What follows belongs to an exercise in optimizing a design on an open flow for small area and a short achievable clock period; a production flow would make more cautious choices. No functional check of the RTL was part of any run shown here. No activity file was given, so power comes from the tool's default toggle rates.

## design/flow/design.v

```verilog
`default_nettype none
package eth_stream_pkg;
	typedef logic [32-1:0] word_t;                     
	typedef logic [7:0] chan_t;                             
	typedef logic [15:0] byte_len_t;                        
	typedef logic [15:0] interval_t;                        
	typedef logic [15:0] pkt_num_t;                         
	typedef logic [$clog2(16)-1:0] buf_addr_t;      
	typedef logic [31:0] ip_addr_t;                         
	typedef struct packed {
		byte_len_t port_src;    
		byte_len_t port_dest;   
		ip_addr_t  ip_dest;
	} stream_cfg_t;
	typedef struct packed {
		chan_t     channel;
		byte_len_t nbytes;      
		word_t     sum;         
		interval_t interval;
		pkt_num_t  pkt_num;
	} buf_desc_t;
	typedef struct packed {
		word_t data;
		logic  sop;
		logic  eop;
		logic  wren;
	} tx_beat_t;
	typedef enum logic [1:0] {F_IDLE, F_READ, F_DONE, F_WAIT_TX} former_state_t;
	typedef enum logic [2:0] {
		S_IDLE,
		S_HDR_PORTS,
		S_HDR_IP,
		S_HDR_TAG,
		S_HDR_CHAN,
		S_DATA,
		S_SUM
	} sender_state_t;
endpackage
`default_nettype wire
`default_nettype none
module chan_fifo (
	input  wire                         clk_125,
	input  wire                         rst_crc,
	input  wire                         clr,      
	input  wire                         wr,
	input  wire eth_stream_pkg::word_t  wdata,
	input  wire                         rd,       
	input  wire [16-1:0]        rd_sel,   
	output logic [3:0][32-1:0]     rblk_data,  
	output logic [3:0]                  rblk_oh,  
	output logic                        rdy       
);
	localparam int DEPTH = 64;
	localparam int PTR_W = $clog2(64);
	logic [DEPTH-1:0][32-1:0] mem;
	logic [PTR_W-1:0] wr_ptr;
	logic [PTR_W-5:0] rblk;
	logic [7-1:0] level;
	logic do_wr;
	assign do_wr = wr & ~level[7-1] & ~clr;   
	assign rdy   = |level[7-1:4];
	assign rblk_oh = 4'(1) << rblk;
	always_ff @(posedge clk_125)
	begin
		if (rst_crc | clr)
		begin
			wr_ptr <= '0;
			rblk   <= '0;
			level  <= '0;
		end
		else
		begin
			if (do_wr)
				wr_ptr <= wr_ptr + 1'b1;
			if (rd && rd_sel[16-1])
				rblk <= rblk + 1'b1;
			case ({do_wr, rd})
				2'b10:   level <= level + 1'b1;
				2'b01:   level <= level - 1'b1;
				default: level <= level;
			endcase
		end
	end
	genvar gi;
	for (gi = 0; gi < DEPTH; gi++)
	begin : g_mem
		always_ff @(posedge clk_125)
			if (do_wr && wr_ptr == PTR_W'(gi))
				mem[gi] <= wdata;
	end
	always_comb
	begin
		rblk_data = '0;
		for (int i = 0; i < DEPTH; i++)
			rblk_data[i/16] = rblk_data[i/16] | (mem[i] & {32{rd_sel[i%16]}});
	end
endmodule
`default_nettype wire
`default_nettype none
module restart_ctrl (
	input  wire  clk_125,
	input  wire  rst_crc,
	input  wire  time_clr,      
	input  wire  stream_stop,   
	output logic hold,          
	output logic tag_clr        
);
	localparam int SYNC_N = 3;
	localparam int CNT_W  = $clog2(100 + 1);
	logic [SYNC_N:0] clr_sr;   
	logic [SYNC_N:0] clr_sr_n;
	logic cause;
	logic hold_q;
	logic hold_q_n;
	logic hold_pre;            
	logic [CNT_W-1:0] hold_cnt;
	assign clr_sr_n = {clr_sr[SYNC_N-1:0], time_clr};
	assign tag_clr  = clr_sr[SYNC_N-1] & ~clr_sr[SYNC_N];   
	assign cause    = (|clr_sr) | stream_stop;              
	always_comb
	begin
		if (cause)
			hold_q_n = 1'b1;
		else if (hold_q && hold_cnt == CNT_W'(100 - 1))
			hold_q_n = 1'b0;
		else
			hold_q_n = hold_q;
	end
	always_ff @(posedge clk_125)
	begin
		if (rst_crc)
		begin
			clr_sr   <= '0;
			hold_q   <= 1'b0;
			hold_pre <= 1'b0;
			hold_cnt <= '0;
		end
		else
		begin
			clr_sr   <= clr_sr_n;
			hold_q   <= hold_q_n;
			hold_pre <= hold_q_n | (|clr_sr_n);
			if (cause)
				hold_cnt <= '0;
			else if (hold_q)
				hold_cnt <= hold_cnt + 1'b1;
		end
	end
	assign hold = hold_pre | stream_stop;
endmodule
`default_nettype wire
`default_nettype none
module buffer_former (
	input  wire                              clk_125,
	input  wire                              rst_crc,
	input  wire                              hold,           
	input  wire                              tag_clr,
	input  wire eth_stream_pkg::interval_t   interval_num,
	input  wire                              rdy0,
	input  wire                              rdy1,
	input  wire [3:0][32-1:0]           blk_data0,      
	input  wire [3:0][32-1:0]           blk_data1,
	input  wire [3:0]                        blk_oh0,        
	input  wire [3:0]                        blk_oh1,
	output logic                             rd0,
	output logic                             rd1,
	output logic [16-1:0]            rd_sel,         
	input  wire                              end_tx,
	input  wire                              take,           
	output logic                             start,
	output eth_stream_pkg::buf_desc_t        desc,           
	input  wire [16-1:0]             buf_sel,        
	output eth_stream_pkg::word_t            buf_rd_data     
);
	eth_stream_pkg::former_state_t state;
	logic [16-1:0][32-1:0] ram;   
	eth_stream_pkg::word_t rd_data;            
	eth_stream_pkg::word_t sum;
	logic [16-1:0] wr_sel;             
	logic cap;                                 
	logic cap_q;
	eth_stream_pkg::word_t fifo_word;
	eth_stream_pkg::pkt_num_t pkt_cnt;
	logic sel;      
	logic rd_vld;   
	logic rdy_any;
	logic pick1;
	logic rd_act;
	assign rdy_any = rdy0 | rdy1;
	assign pick1   = rdy1 & (~rdy0 | ~sel);   
	assign rd_act  = (state == eth_stream_pkg::F_READ) & ~hold;
	assign rd0     = rd_act & ~sel;
	assign rd1     = rd_act & sel;
	assign cap = (state == eth_stream_pkg::F_DONE) & ~hold & take;
	always_comb
	begin
		fifo_word = '0;
		for (int b = 0; b < 4; b++)
			fifo_word = fifo_word | (blk_data0[b] & {32{~sel & blk_oh0[b]}})
			                      | (blk_data1[b] & {32{sel & blk_oh1[b]}});
	end
	always_ff @(posedge clk_125)
	begin
		if (rst_crc)
		begin
			state   <= eth_stream_pkg::F_IDLE;
			sel     <= 1'b1;   
			start   <= 1'b0;
			rd_vld  <= 1'b0;
			rd_sel  <= 16'(1);
			pkt_cnt <= '0;
		end
		else
		begin
			start  <= 1'b0;
			rd_vld <= rd_act;
			if (hold)
				state <= eth_stream_pkg::F_IDLE;
			else
				case (state)
					eth_stream_pkg::F_IDLE:
						if (rdy_any)
						begin
							sel     <= pick1;
							rd_sel  <= 16'(1);
							state   <= eth_stream_pkg::F_READ;
						end
					eth_stream_pkg::F_READ:
					begin
						rd_sel <= {rd_sel[16-2:0], rd_sel[16-1]};
						if (rd_sel[16-1])
							state <= eth_stream_pkg::F_DONE;   
					end
					eth_stream_pkg::F_DONE:
					begin
						start   <= 1'b1;
						pkt_cnt <= pkt_cnt + 1'b1;
						state   <= eth_stream_pkg::F_WAIT_TX;
					end
					default:
						if (end_tx)
							state <= eth_stream_pkg::F_IDLE;
				endcase
			if (tag_clr)
				pkt_cnt <= '0;   
		end
	end
	always_ff @(posedge clk_125)
	begin
		rd_data <= fifo_word;
		wr_sel  <= rd_sel;
		if (rd_vld)
			sum <= wr_sel[0] ? rd_data : sum + rd_data;   
		cap_q <= cap;
		if (cap)
		begin
			desc.channel  <= eth_stream_pkg::chan_t'(sel);
			desc.nbytes   <= eth_stream_pkg::byte_len_t'(16 * 4);
			desc.interval <= interval_num;
			desc.pkt_num  <= pkt_cnt;
		end
		if (cap_q)
			desc.sum <= sum;
	end
	genvar gi;
	for (gi = 0; gi < 16; gi++)
	begin : g_ram
		always_ff @(posedge clk_125)
			if (rd_vld && wr_sel[gi])
				ram[gi] <= rd_data;
	end
	always_comb
	begin
		buf_rd_data = '0;
		for (int i = 0; i < 16; i++)
			buf_rd_data = buf_rd_data | (ram[i] & {32{buf_sel[i]}});
	end
endmodule
`default_nettype wire
`default_nettype none
module udp_frame_sender (
	input  wire                              clk_125,
	input  wire                              rst_crc,
	input  wire eth_stream_pkg::stream_cfg_t cfg,
	input  wire                              start,
	input  wire eth_stream_pkg::buf_desc_t   desc,      
	output logic [16-1:0]            buf_sel,   
	input  wire eth_stream_pkg::word_t       buf_rd_data,
	input  wire                              tx_rdy,
	output eth_stream_pkg::tx_beat_t         tx,
	output logic                             take,      
	output logic                             end_tx
);
	logic s_idle;
	logic s_ports;
	logic s_ip;
	logic s_tag;
	logic s_chan;
	logic s_data;
	logic s_sum;
	logic [16-1:0] idx;      
	eth_stream_pkg::word_t beat;     
	assign take = s_idle | (s_sum & tx_rdy);
	assign buf_sel = (s_data & tx_rdy) ? {idx[16-2:0], idx[16-1]} : idx;
	assign tx.data = beat;
	assign tx.wren = tx_rdy & ~s_idle;
	assign tx.sop  = tx_rdy & s_ports;
	assign tx.eop  = tx_rdy & s_sum;
	always_ff @(posedge clk_125)
	begin
		if (rst_crc)
		begin
			s_idle  <= 1'b1;
			s_ports <= 1'b0;
			s_ip    <= 1'b0;
			s_tag   <= 1'b0;
			s_chan  <= 1'b0;
			s_data  <= 1'b0;
			s_sum   <= 1'b0;
			idx     <= 16'(1);
			end_tx  <= 1'b0;
		end
		else
		begin
			end_tx <= s_sum & tx_rdy;   
			if (s_idle)
			begin
				idx <= 16'(1);
				if (start)
				begin
					s_idle  <= 1'b0;
					s_ports <= 1'b1;
				end
			end
			else if (tx_rdy)
			begin
				s_ports <= 1'b0;
				s_ip    <= s_ports;
				s_tag   <= s_ip;
				s_chan  <= s_tag;
				s_data  <= s_chan | (s_data & ~idx[16-1]);
				s_sum   <= s_data & idx[16-1];
				s_idle  <= s_sum;
				if (s_data)
					idx <= {idx[16-2:0], idx[16-1]};
			end
		end
	end
	always_ff @(posedge clk_125)
	begin
		if (s_idle)
			beat <= {cfg.port_src, eth_stream_pkg::byte_len_t'(cfg.port_dest + 1'b1)};
		else if (s_data)
			beat <= (tx_rdy & idx[16-1]) ? desc.sum : buf_rd_data;
		else if (tx_rdy)
		begin
			if (s_ports)
				beat <= cfg.ip_dest;
			else if (s_ip)
				beat <= {desc.interval, desc.pkt_num};   
			else if (s_tag)
				beat <= {8'd0, 7'd0, desc.channel[0], eth_stream_pkg::byte_len_t'(16 * 4)};
			else if (s_chan)
				beat <= buf_rd_data;   
		end
	end
endmodule
`default_nettype wire
`default_nettype none
module eth_stream_top (
	input  wire                              clk_125,
	input  wire                              rst_crc,
	input  wire eth_stream_pkg::word_t       data_ch0,
	input  wire eth_stream_pkg::word_t       data_ch1,
	input  wire                              wr_ch0,
	input  wire                              wr_ch1,
	input  wire eth_stream_pkg::interval_t   interval_num,
	input  wire                              time_clr,
	input  wire                              stream_stop,
	input  wire eth_stream_pkg::stream_cfg_t cfg,
	input  wire                              tx_rdy,
	output eth_stream_pkg::tx_beat_t         tx
);
	logic hold;
	logic tag_clr;
	logic rd0;
	logic rd1;
	logic [16-1:0] rd_sel;
	logic rdy0;
	logic rdy1;
	logic start;
	logic take;
	logic end_tx;
	logic [3:0][32-1:0] blk_data0;
	logic [3:0][32-1:0] blk_data1;
	logic [3:0] blk_oh0;
	logic [3:0] blk_oh1;
	eth_stream_pkg::buf_desc_t desc;
	logic [16-1:0] buf_sel;
	eth_stream_pkg::word_t buf_rd_data;
	restart_ctrl i_restart_ctrl (
		.clk_125     (clk_125),
		.rst_crc     (rst_crc),
		.time_clr    (time_clr),
		.stream_stop (stream_stop),
		.hold        (hold),
		.tag_clr     (tag_clr)
	);
	chan_fifo i_fifo_ch0 (
		.clk_125 (clk_125),
		.rst_crc (rst_crc),
		.clr     (hold),
		.wr      (wr_ch0),
		.wdata   (data_ch0),
		.rd      (rd0),
		.rd_sel  (rd_sel),
		.rblk_data (blk_data0),
		.rblk_oh (blk_oh0),
		.rdy     (rdy0)
	);
	chan_fifo i_fifo_ch1 (
		.clk_125 (clk_125),
		.rst_crc (rst_crc),
		.clr     (hold),
		.wr      (wr_ch1),
		.wdata   (data_ch1),
		.rd      (rd1),
		.rd_sel  (rd_sel),
		.rblk_data (blk_data1),
		.rblk_oh (blk_oh1),
		.rdy     (rdy1)
	);
	buffer_former i_buffer_former (
		.clk_125      (clk_125),
		.rst_crc      (rst_crc),
		.hold         (hold),
		.tag_clr      (tag_clr),
		.interval_num (interval_num),
		.rdy0         (rdy0),
		.rdy1         (rdy1),
		.blk_data0    (blk_data0),
		.blk_data1    (blk_data1),
		.blk_oh0      (blk_oh0),
		.blk_oh1      (blk_oh1),
		.rd0          (rd0),
		.rd1          (rd1),
		.rd_sel       (rd_sel),
		.end_tx       (end_tx),
		.take         (take),
		.start        (start),
		.desc         (desc),
		.buf_sel      (buf_sel),
		.buf_rd_data  (buf_rd_data)
	);
	udp_frame_sender i_udp_frame_sender (
		.clk_125     (clk_125),
		.rst_crc     (rst_crc),
		.cfg         (cfg),
		.start       (start),
		.desc        (desc),
		.buf_sel     (buf_sel),
		.buf_rd_data (buf_rd_data),
		.tx_rdy      (tx_rdy),
		.tx          (tx),
		.take        (take),
		.end_tx      (end_tx)
	);
endmodule
`default_nettype wire
```

## design/flow/run.sh

```bash
#!/bin/bash
# synth_recipe.tcl (not shown) runs the flow's synth.tcl, then flattens the netlist and writes it again
# the make line also repeats each setting of config.mk as NAME=value (left out here)
make -C /OpenROAD-flow-scripts/flow DESIGN_CONFIG=/design/flow/config.mk WORK_HOME=/design/flow/orfs CLKGATE_MAP_FILE= SYNTH_SCRIPT=/design/flow/synth_recipe.tcl finish
```

## design/flow/config.mk

```make
export PLATFORM = sky130hd
export DESIGN_NAME = eth_stream_top
export DESIGN_NICKNAME = eth_stream_top
export VERILOG_FILES = /design/flow/design.v
export SDC_FILE = /design/flow/constraint.sdc
export NUM_CORES = 4
export LEC_CHECK = 0
export CAP_MARGIN = 20
export CORE_MARGIN = 2
export CORE_UTILIZATION = 60
export CTS_CLUSTER_DIAMETER = 60
export CTS_CLUSTER_SIZE = 30
export PLACE_DENSITY = 0.68
export SETUP_SLACK_MARGIN = 2.3
export SLEW_MARGIN = 20
```

## design/flow/constraint.sdc

```tcl
create_clock -name core_clock -period 5.0 [get_ports {clk_125}]
set_input_delay 1.0000 -clock core_clock [delete_from_list [all_inputs] [get_ports {clk_125}]]
set_output_delay 1.0000 -clock core_clock [all_outputs]
set_load 0.01 [all_outputs]
```

==> results of run 1 <==
## worst reg2reg max path, stage by stage, from the launching register on
cell                        delay [ns]
sky130_fd_sc_hd__edfxtp_1         0.45
sky130_fd_sc_hd__ha_4             0.27
sky130_fd_sc_hd__o211ai_1         0.21
sky130_fd_sc_hd__o211ai_1         0.26
sky130_fd_sc_hd__a2111oi_4        0.44
sky130_fd_sc_hd__nor2b_1          0.11
sky130_fd_sc_hd__buf_6            0.18
sky130_fd_sc_hd__a31o_4           0.24
sky130_fd_sc_hd__a211o_1          0.29
sky130_fd_sc_hd__o311a_1          0.33
sky130_fd_sc_hd__o21a_1           0.18
sky130_fd_sc_hd__nor3_2           0.13
sky130_fd_sc_hd__xor2_1           0.08
## cells in the final DEF, fill, tap and decap left out, types with 72 or more instances in the layout
master                               n
sky130_fd_sc_hd__nor2_1            136
sky130_fd_sc_hd__o21ai_1            78
sky130_fd_sc_hd__a221oi_1          619
sky130_fd_sc_hd__buf_4             568
sky130_fd_sc_hd__a22oi_1           482
sky130_fd_sc_hd__buf_12            202
sky130_fd_sc_hd__a21oi_1           108
sky130_fd_sc_hd__nor2_4            137
sky130_fd_sc_hd__a22o_1            900
sky130_fd_sc_hd__nand2_1           177
sky130_fd_sc_hd__a221oi_2          283
sky130_fd_sc_hd__clkdlybuf4s50_1    81
sky130_fd_sc_hd__o21ai_0            72
sky130_fd_sc_hd__nand3_1           124
sky130_fd_sc_hd__clkbuf_16         299
sky130_fd_sc_hd__edfxtp_1         4737
sky130_fd_sc_hd__nand4_1           299
sky130_fd_sc_hd__dfxtp_1           114
sky130_fd_sc_hd__buf_6             115
## metrics by stage
| step | setup WS [ns] | instance area, µm² |
|---|---|---|
| final | 1.56 | 210000 |
| after global routing | 1.48 | 210000 |
| after CTS | 1.58 | 206000 |
| after detailed placement | 0.467 | 189000 |
| after global placement | 0.546 | 189000 |
| after floorplan | 1.89 | 180000 |
## power by group through the flow
stage                     Clock, W  Sequential (W)  Combinational (W)
final                       0.0271          0.0449            0.00118
after CTS                   0.0269          0.0449            0.00113
after detailed placement         0          0.0458            0.00108
after global routing        0.0283          0.0449            0.00122
after global placement           0          0.0458            0.00105
after floorplan                  0          0.0458           0.000164
## final cells by class
cell class              count  area, µm²  share of cell area [%]
repair buffers           1179      13900                    6.59
inverters                  36        148                  0.0702
clock inverters           210       2730                    1.30
diodes                     17       42.5                  0.0202
flip-flops and latches   4890     145000                    69.2
multi-input cells        4082      35800                    17.0
clock buffers             305       7370                    3.51
well taps                3919       4900                    2.33
## kinds of logic after synthesis
family	Yosys count	synth area share [%]
adders and majority gates	69	0.498
xor gates and xnor gates	79	0.389
and+or+nand+nor	1052	2.99
muxes	52	0.306
buffers and inverters	660	1.40
DFF	4890	81.8
AOI/OAI and AO/OA	2787	12.7
## metal layers
layer / GRT usage (%) / up-vias / routed length, µm
met5: 0 / - / 381
met1: 51.2 / 55154 / 197000
met3: 9.97 / 2129 / 89500
met2: 59.4 / 9955 / 273000
met4: 24.5 / 36 / 49900
li1: - / 42474 / -
## path summary, 6_finish.rpt
check                           from                        to  slack, ns  depth (start not counted)
max           i_buffer_former.sum[2]   i_buffer_former.sum[31]       1.56                         12
min                     data_ch0[16]      i_fifo_ch0.mem[1200]       0.42                          1
max reg2reg   i_buffer_former.sum[2]   i_buffer_former.sum[31]       1.56                         12
min reg2reg  i_buffer_former.sum[17]  i_buffer_former.desc[49]       0.44                          0
## what timing repair did
item	4_1_cts	5_1_grt
setup buffers	286	172
endpoints found under the setup margin	3436	496
pin swaps	229	303
gates resized for setup	688	417
gates cloned	58	32
## sequential cells by signal, summed over array words and instances (netlist names), 16 cells and up
register	cells
i_buffer_former.ram	512
i_buffer_former.desc	65
i_buffer_former.pkt_cnt	16
i_buffer_former.rd_data	32
i_buffer_former.rd_sel	16
i_udp_frame_sender.idx	16
i_fifo_ch1.mem	2048
i_fifo_ch0.mem	2048
i_buffer_former.wr_sel	16
i_buffer_former.sum	32
i_udp_frame_sender.beat	32
==> impl_results.md, run 1 <==
* Post-layout minimum cycle time at 3.44 ns
* Post-route insts no fill at 14638
* Pwr per Cell Area at 348 nW/µm²
* Share of the clock period used by the worst path after layout at 68.8%
* Run status: finished clean
* Vertical extent of the die at 548 µm
* Worst IR Drop VDD at 481 µV
* Most numerous cell on the critical path: sky130_fd_sc_hd__o211ai_1
* Relative slew margins at 17.8%
* Most frequent cell after synthesis: sky130_fd_sc_hd__edfxtp_1
* TritonCTS clock tree: yes
* Required time of the critical path at 5.69 ns
* Antenna-violating nets left at 0
* Grt total ovfl at 0
* Cell leakage power at 66.1 nW
* Number of hold buffers added after cts at 0
* Number of warnings printed during yosys synthesis at 4
* Post-Route Utilization at 71.4%
* Element type at the critical path start: register
* Peak per-stage delay on the critical path at 0.45 ns
* Antenna violations before repair at 47
* Library cell contributing the largest single delay on the critical path: sky130_fd_sc_hd__edfxtp_1
* Final slew viol count at 0
* Net load switching power at 0.0157 W
* Flop and latch count out of synthesis at 4890
* Clock Tree Root: sky130_fd_sc_hd__clkbuf_16
* Drt first pass iters at 8
* Number of inserted filler cells in the final layout at 17387
* Worst-skew pair later-pin latency at 0.97 ns
* Count of flip-flops with a built-in enable after synthesis at 4737
* Async SR Flop Fraction at 0%
* Critical path capture point type: register
* Setup repair after global routing missed its margin: true
* Flip-flop cell with the highest count after synthesis: sky130_fd_sc_hd__edfxtp_1
* Mean cell area of the mapped netlist at 18.5 µm²
* Die area at 301000 µm²
* Worst endpoint data arrival time at 4.13 ns
* Clock transition at the registers of the reported paths at 0.11 ns
* Crit path buffers/inverters at 1
* # port buffers at 185
* Post-synthesis cell type count at 56
* Cell internal power dissipation at 0.0574 W
* Die outline width at 548 µm
* # setup viols final at 0
* Share of Yosys cell area claimed by the top area cell type at 80.0%
* Cell row count at 199
* Fmax at 291 MHz
* Sequential Power Share at 61.4%
* Maximum buffer depth of the clock tree at 4
* Share of power burned in the clock network at 37.0%
* Setup clock skew after layout at 0.0655 ns
* Global-route wire length before repair at 814 mm
* Average wire length per cell after detail routing at 41.7 µm
* Largest net degree at the start of global routing at 74
* Cell count after synthesis at 9589
* Yosys top cell by area: sky130_fd_sc_hd__edfxtp_1
* Share of synthesized area occupied by flip-flops and latches at 81.8%
* Proportion of total power due to net switching at 21.5%
* Worst hold margin at 0.419 ns
* HPWL reported at the end of detailed placement at 316 mm
* Number of clock buffers inserted by TritonCTS at 284
* Cell-by-cell listing of the critical path: ha_4, o211ai_1, o211ai_1, a2111oi_4, nor2b_1, buf_6, a31o_4, a211o_1, o311a_1, o21a_1, nor3_2, xor2_1
* Critical path peak fanout at 2
* Cell family with most CP delay: compound AO/OA/AOI/OAI gates
* Starting density of the core at 60.4%
* Synthesis-to-layout area growth at 18.3%
* Actual transition at the worst max-transition pin at 1.23 ns
* Total negative slack at 0 ns
* Number of maximum-capacitance violations at 0
* Residual DRC at 0
* Level count of the clock H-tree at 5
* Number of placed instances, taps included at 13558
* Placer congestion estimate at 0.949
* Fraction of final layout cells with drive strength greater than 1 at 22.3%
* Total number of clock tree sinks at 4890
* Core region area at 294000 µm²
* Routed via count divided by cell count at 7.50
* Nets@finish at 10693
* Class of the worst hold path: in -> reg
* Most instantiated cells after synthesis: sky130_fd_sc_hd__edfxtp_1 (4737), sky130_fd_sc_hd__a221oi_1 (927), sky130_fd_sc_hd__a22o_1 (903)
* Overall track demand over capacity in global routing at 39.1%
* Vias in the first global route at 101781
* Number of DRC markers after the initial detailed-route iteration at 19551
* Total power at 0.0731 W
* Post-synthesis cell area at 178000 µm²
* Total via count in the routed design at 109748
* Hold violation total from the final report at 0
* Final WL at 610 mm
* Critical path class: reg -> reg
* I/O pin count at 186
* Net count after synthesis at 9809
* Largest cells by area after synthesis: sky130_fd_sc_hd__edfxtp_1 (80%), sky130_fd_sc_hd__a221oi_1 (4.6%), sky130_fd_sc_hd__a22o_1 (4.4%)
* Power share of the combinational group at 1.6%
==> run 2: changes to the inputs <==
--- a/design/flow/config.mk
+++ b/design/flow/config.mk
@@ -8,8 +8,6 @@
 export CAP_MARGIN = 20
 export CORE_MARGIN = 2
 export CORE_UTILIZATION = 60
-export CTS_CLUSTER_DIAMETER = 60
-export CTS_CLUSTER_SIZE = 30
 export PLACE_DENSITY = 0.68
 export SETUP_SLACK_MARGIN = 2.3
 export SLEW_MARGIN = 20
==> run 2 against run 1 <==
First-iteration DRC count shrank 0.57%. Synthesized area unchanged. Critical path depth did not move. Global-route usage up 0.32 points. Cell count is 2.4% higher. Combinational power about the same. Power grew 11%. Wire length grew 1.4%. Clock-buffer cell count up 293. Critical endpoint unchanged. Largest cell class unchanged.
==> impl_results.md, run 2 <==
* Hold path startpoint: data_ch0[16]
* CP Launch Point: i_buffer_former.rd_data[10]
* Worst R2R Path Depth at 12
* Maximum buffer depth of the clock tree at 4
* Worst reg2reg startpoint: i_buffer_former.rd_data[10]
* Setup repair after global routing missed its margin: true
* Critical path peak fanout at 18
* Placer congestion estimate at 0.949
* Cell count after synthesis at 9589
* Number of warnings printed during yosys synthesis at 4
* Register-to-register path setup slack at 1.55 ns
* Share of synthesized area occupied by flip-flops and latches at 81.8%
* TritonCTS clock tree: yes
* Number of inserted filler cells in the final layout at 16753
* Share of Yosys cell area claimed by the top area cell type at 80.0%
* Starting density of the core at 60.4%
* Net load switching power at 0.0163 W
* Hold violation total from the final report at 0
* Power share of the combinational group at 1.5%
* Total via count in the routed design at 111378
* Final instance area at 216000 µm²
* Clock Tree Root: sky130_fd_sc_hd__clkbuf_16
* Post-Route Utilization at 73.3%
* Actual transition at the worst max-transition pin at 1.24 ns
* Vertical extent of the die at 548 µm
* Post-route insts no fill at 14990
* Worst hold path endpoint: i_fifo_ch0.mem[1232]
* Setup clock skew after layout at 0.0723 ns
* Post-synthesis cell area at 178000 µm²
* Share of power burned in the clock network at 43.1%
* Cell internal power dissipation at 0.0648 W
* Min-Delay Path Depth at 1
* Residual DRC at 0
* Net count after synthesis at 9809
* Worst endpoint data arrival time at 4.17 ns
* Synthesis-to-layout area growth at 21.3%
* Die outline width at 548 µm
* Yosys top cell by area: sky130_fd_sc_hd__edfxtp_1
* Async SR Flop Fraction at 0%
* Drt first pass iters at 6
* Largest cells by area after synthesis: sky130_fd_sc_hd__edfxtp_1 (80%), sky130_fd_sc_hd__a221oi_1 (4.6%), sky130_fd_sc_hd__a22o_1 (4.4%)
* Commonest cells after routing, fill and taps aside: sky130_fd_sc_hd__edfxtp_1 (4737), sky130_fd_sc_hd__a22o_1 (900), sky130_fd_sc_hd__a221oi_1 (591)
* Clock transition at the registers of the reported paths at 0.06 ns
* Final WL at 619 mm
* Pre-CTS setup slack at 0.467 ns
* Count of flip-flops with a built-in enable after synthesis at 4737
* Die area at 301000 µm²
* Overall track demand over capacity in global routing at 39.4%
* Number of DRC markers after the initial detailed-route iteration at 19440
* Grt total ovfl at 0
* Reg-to-Reg End: i_buffer_former.sum[31]
* Most frequent cell after synthesis: sky130_fd_sc_hd__edfxtp_1
* Cell row count at 199
* Relative slew margins at 16.8%
* Proportion of total power due to net switching at 20.1%
* Average wire length per cell after detail routing at 41.3 µm
* Worst-skew pair later-pin latency at 1.03 ns
* Top Registers: i_fifo_ch0.mem (2048), i_fifo_ch1.mem (2048), i_buffer_former.ram (512)
* Number of placed instances, taps included at 13558
* Vias in the first global route at 104319
* Number of hold buffers added after cts at 0
* Worst IR Drop VDD at 423 µV
* Global-route wire length before repair at 823 mm
* # setup viols final at 0
* Routed via count divided by cell count at 7.43
* Number of maximum-capacitance violations at 0
* Antenna-violating nets left at 0
* Sequential Power Share at 55.4%
* Required time of the critical path at 5.71 ns
* Fmax at 290 MHz
* Minimum setup slack in the final design at 1.55 ns
* I/O pin count at 186
* Antenna violations before repair at 35
* Share of the clock period used by the worst path after layout at 69.1%
* Post-synthesis cell type count at 56
* Nets@finish at 10885
* HPWL reported at the end of detailed placement at 316 mm
* Flop and latch count out of synthesis at 4890
* Mean cell area of the mapped netlist at 18.5 µm²
* Critical path class: reg -> reg
* Commonest non-fill, non-tap cell in the layout: sky130_fd_sc_hd__edfxtp_1
* Critical path capture point type: register
* Element type at the critical path start: register
* # port buffers at 185
* Post-layout minimum cycle time at 3.45 ns
* Class of the worst hold path: in -> reg
* Pwr per Cell Area at 376 nW/µm²
* Cell leakage power at 68.7 nW
* Final slew viol count at 0
* Most instantiated cells after synthesis: sky130_fd_sc_hd__edfxtp_1 (4737), sky130_fd_sc_hd__a221oi_1 (927), sky130_fd_sc_hd__a22o_1 (903)
* Cell area after placement at 189000 µm²
* Flip-flop cell with the highest count after synthesis: sky130_fd_sc_hd__edfxtp_1
* Run status: finished clean
* Fraction of final layout cells with drive strength greater than 1 at 23.4%
* Level count of the clock H-tree at 5
* Number of clock buffers inserted by TritonCTS at 465
* Total number of clock tree sinks at 4890
* Core region area at 294000 µm²
* Total negative slack at 0 ns
* Largest net degree at the start of global routing at 74
## run 2: repair_timing
action	4_1_cts	5_1_grt
gates resized for setup	696	475
cloned	61	38
setup buffers	264	196
pin swaps	229	312
endpoints found under the setup margin	3137	318
## run 2: through the flow
| step | hold WS (ns) | total power [W] |
|---|---|---|
| floorplan | 0.329 | 0.0460 |
| global placement | 0.441 | 0.0469 |
| detailed placement | 0.454 | 0.0469 |
| CTS | 0.359 | 0.0809 |
| global route | 0.402 | 0.0826 |
| finish | 0.406 | 0.0811 |
## run 2: metal layers
metal	global-route usage, %	part of all wire [%]	vias up
met2	59.6	44	10242
met3	10.6	15	2160
met5	0	0.033	-
met4	25.4	8.4	22
li1	-	-	43006
met1	51.1	32	55948
## run 2: cell type report
cell class	instances	area (µm²)	area share (%)
Sequential cell	4890	145000	67.4
Multi-Input combinational cell	4078	36000	16.7
Timing Repair Buffer	1194	14200	6.56
Clock buffer	598	12400	5.76
Tap cell	3919	4900	2.27
Clock inverter	259	2590	1.20
Inverter	36	145	0.0673
Antenna cell	16	40.0	0.0186
## run 2: how the worst max path moves through the flow
stage / slack (ns) / endpoint
floorplan: 1.89 / i_fifo_ch0.mem[896]
global placement: 0.55 / i_fifo_ch1.mem[19]
detailed placement: 0.47 / i_udp_frame_sender.beat[23]
CTS: 1.58 / i_buffer_former.sum[31]
global route: 1.47 / i_buffer_former.sum[31]
finish: 1.55 / i_buffer_former.sum[31]
## run 2: cells by family after synthesis
| family | after synthesis | share of synthesized area, % |
|---|---|---|
| flip-flops | 4890 | 81.8 |
| buffers and inverters | 660 | 1.40 |
| adder cells (fa/ha/maj) | 69 | 0.498 |
| multiplexers | 52 | 0.306 |
| AND/OR/NAND/NOR | 1052 | 2.99 |
| XOR/XNOR | 79 | 0.389 |
| AO/OA/AOI/OAI | 2787 | 12.7 |
## run 2: power groups by stage
stage / Sequential (W) / Clock, W / Combinational [W]
2_1_floorplan: 0.0458 / 0 / 0.000164
6_report: 0.0449 / 0.0350 / 0.00118
4_1_cts: 0.0449 / 0.0348 / 0.00113
5_1_grt: 0.0449 / 0.0364 / 0.00122
3_5_place_dp: 0.0458 / 0 / 0.00108
3_3_place_gp: 0.0458 / 0 / 0.00105
## run 2: worst max-delay path: stages (launching register included)
cell and delay, ns:
sky130_fd_sc_hd__dfxtp_4 0.51, sky130_fd_sc_hd__ha_1 0.36, sky130_fd_sc_hd__and3_1 0.20, sky130_fd_sc_hd__o21a_1 0.19
sky130_fd_sc_hd__a2111oi_4 0.35, sky130_fd_sc_hd__nor2b_1 0.11, sky130_fd_sc_hd__buf_6 0.17, sky130_fd_sc_hd__a31o_4 0.24
sky130_fd_sc_hd__a211o_1 0.29, sky130_fd_sc_hd__o311a_1 0.33, sky130_fd_sc_hd__o21a_1 0.18, sky130_fd_sc_hd__nor3_2 0.13
sky130_fd_sc_hd__xor2_1 0.08

re-timing with driven ports:
In the flow no input, the clock included, has a driving cell. The finished layouts below were timed again as built, in two steps. Step 1 sets driving cells, clkbuf_16 on the clock port and buf_2 on the other inputs (assumed; they add their load-dependent delay and slew). Step 2 also shifts input and output timing later by t, the mid clock arrival at the registers, as if the neighbouring blocks saw the same clock. Slacks: ideal / step 1 / step 2; pairs: ideal / step 1.
run	t, ns	setup slack, ns	hold WS [ns]	clock arrival spread, ns	worst data-port slew with drivers (ns)
run 1	1.050	1.561 / 1.561 / 1.093	0.419 / 0.329 / 0.441	0.075 / 0.075	0.12
run 2	1.103	1.546 / 1.546 / 0.892	0.406 / 0.316 / 0.445	0.073 / 0.073	0.11
After both steps setup and hold are still met in every run listed. The setup slack of run 2, which loses most, moves by 0.000 ns with the drivers and by -0.654 ns with both steps.
